This design comes from an exercise in tuning for small area, a short achievable clock period and few clock cycles on the open sky130 flow, not from production work. In this exercise RTL edits were held to simulation tests only and were not proved equivalent to the original.

north:
## radix_number_string_parser_unit
module radix_number_string_parser_unit #(
  parameter int VALUE_BITS    = 48,
  parameter int FRACTION_BITS = 16
) (
  input  logic                  clk_i,
  input  logic                  rst_ni,
  input  logic                  cfg_we_i,
  input  logic [5:0]            cfg_data_i,
  input  logic                  in_valid_i,
  output logic                  in_ready_o,
  input  logic [7:0]            char_code_i,
  input  logic                  is_last_i,
  output logic                  out_valid_o,
  input  logic                  out_ready_i,
  output logic [2:0]            status_o,
  output logic signed [VALUE_BITS-1:0] value_o
);
Settings: LEC_CHECK=0, ABC_CLOCK_PERIOD_IN_PS=5000, CAP_MARGIN=20, CORE_MARGIN=2, CORE_UTILIZATION=50, PLACE_DENSITY=0.7, SETUP_SLACK_MARGIN=4.4, SLEW_MARGIN=20; clock period 10.0 ns.
run.sh (not shown) runs the stock make flow with config.mk's settings and CLKGATE_MAP_FILE= SYNTH_SCRIPT=/design/flow/synth_recipe.tcl, a recipe that flattens the netlist after the stock synthesis.
north | stages: all done | timing, DRC, antenna: all pass
Testbench counts of north, summed over its fixed seeds: cycles 5,608.
Relative to north, the following input files were edited for south:
- SETUP_SLACK_MARGIN changed from 4.4 to 4.5
- PLACE_DENSITY removed (was 0.7)
- CORE_UTILIZATION changed from 50 to 40
Notes after the runs:
From north to south the numbers moved as follows: average vias per placed instance moved down. Relative to north, met1 usage decreased by 4.7 points in south. south | status: complete | timing, DRC, antenna: pass. Per the comparison of south with north, number of nets in the finished design did not really move, count of clock buffers in the final design went down, overall die width went up, sequential share of layout area went down, largest net degree at the start of global routing went down. Of the two values seen for type of the worst setup path, primary input to flop was produced by south and flop to flop by north. Against north, the final cell area of south is higher.
Relative to south, the following input files were edited for east:
- CORE_UTILIZATION changed from 40 to 50
- SETUP_SLACK_MARGIN changed from 4.5 to 4.4
## What came out
- east against south: share of the clock period used by the worst path barely changed, final cell count dropped about 4.4%, clock distribution area overhead in the final layout barely changed, critical path depth climbed 6.
- Delta (east minus south): via count held steady; final cell utilization of the core grew by 11 points.
- In east the area added between synthesis and finish turned out 1.5 points lower than in south.
diff inputs: east => west
- CORE_UTILIZATION now 60, was 50
- SETUP_SLACK_MARGIN now 4.7, was 4.4
## What came out
Summary of west and east: one run falls short of a clean finish, namely west. Wire length on met3 (higher): west. Summary: with east as the reference, global-route wire length before repair in west moved up by a few percent. west vs. east: total via count after detailed routing +about 7%, cell area after layout picked up an extra 3.9%, shortest clock period the worst path allows after layout went down, number of antenna diodes rose by 6, starting density of the core grew by 9.7 points. Between west and east, the non-clock buffer count in the final layout is higher for west. west: overall die area is about 16% lower than what east reported.
Edits applied to the flow inputs when going from west to middle:
- PLACE_DENSITY: unset -> 0.7
- TNS_END_PERCENT: unset -> 5
- CORE_UTILIZATION: 60 -> 50
- SETUP_SLACK_MARGIN: 4.7 -> 4.5
Notes after the runs:
middle: done, clean on timing, DRC and antenna. Looking at global-route usage across middle and west, the one that comes out higher is west. middle -> west: multi-input combinational gate total flat. middle vs west — logic depth of the worst register-to-register path rose 1. Wire length: middle < west. Of middle and west, middle shows the lower worst hold slack, with west above it. Sort middle and west by post-route fraction of the period consumed by the critical path, descending, and middle comes first. Diff west -> middle: fmax shrank by about 1.6%; worst setup slack after layout lost 0.088 ns; number of non-clock buffers in the layout went down by 103.

========
== run a ==
Another version of the RTL of radix_number_string_parser_unit (not shown whole).
Size in the first run: ~340 flip-flops, ~73 I/O pins, ~0.035 mm^2 of cells after synthesis.
Settings: LEC_CHECK=0, ABC_CLOCK_PERIOD_IN_PS=5000, CAP_MARGIN=20, CORE_MARGIN=2, CORE_UTILIZATION=40, SETUP_SLACK_MARGIN=5, SLEW_MARGIN=20; clock period 10.0 ns.
Testbench counts of run a, summed over its fixed seeds: cycles 5,664.
Modified inputs, run b compared to run a
Settings: ABC_CLOCK_PERIOD_IN_PS: 5000 -> 4000.
Notes after the runs:
Run b and run a ended up with nearly the same die area.
Detailed-routed wire length on met2: run a vs run b identical
Run b -> run a: total non-filler cell area in the finished layout flat
As far as maximum number of buffers from clock root to sink goes, run b and run a are indistinguishable; the numbers are identical.
Run b -> run a: wire length delta 0, exact match
Diff run a..run b | number of multi-input logic gates | unchanged

port drivers added, routing unchanged:
In the flow no input, the clock included, has a driving cell. The finished layouts below were timed again as built, in two steps.
Step 1 (the two cells are an assumption about what drives the block):
set clk [get_ports {clk_i}]
set_driving_cell -lib_cell sky130_fd_sc_hd__clkbuf_16 $clk
set_driving_cell -lib_cell sky130_fd_sc_hd__buf_2 [delete_from_list [all_inputs] $clk]
Step 2 times the ports against the registers' clock, not the clock port: input delays grow and output delays shrink by t, the midpoint of the rising clock arrivals with the driver on.
Slacks: ideal ports / drivers / drivers and shift; pairs: ideal ports / drivers.
| run | shift t [ns] | slack for setup (ns) | latest minus earliest clock arrival (ns) |
|---|---|---|---|
| north | 0.660 | 4.525 / 4.525 / 4.103 | 0.029 / 0.028 |
| south | 0.656 | 4.537 / 4.585 / 3.929 | 0.050 / 0.050 |
| east | 0.653 | 4.543 / 4.543 / 4.127 | 0.026 / 0.025 |
| west | 0.676 | 4.568 / 4.568 / 4.118 | 0.033 / 0.033 |
| middle | 0.657 | 4.480 / 4.480 / 4.139 | 0.025 / 0.025 |
| run a | 0.633 | 4.118 / 4.118 / 4.118 | 0.023 / 0.023 |
| run b | 0.633 | 4.118 / 4.118 / 4.118 | 0.023 / 0.023 |
The setup slack of south, which loses most, moves by +0.048 ns with the drivers and by -0.608 ns with both steps.
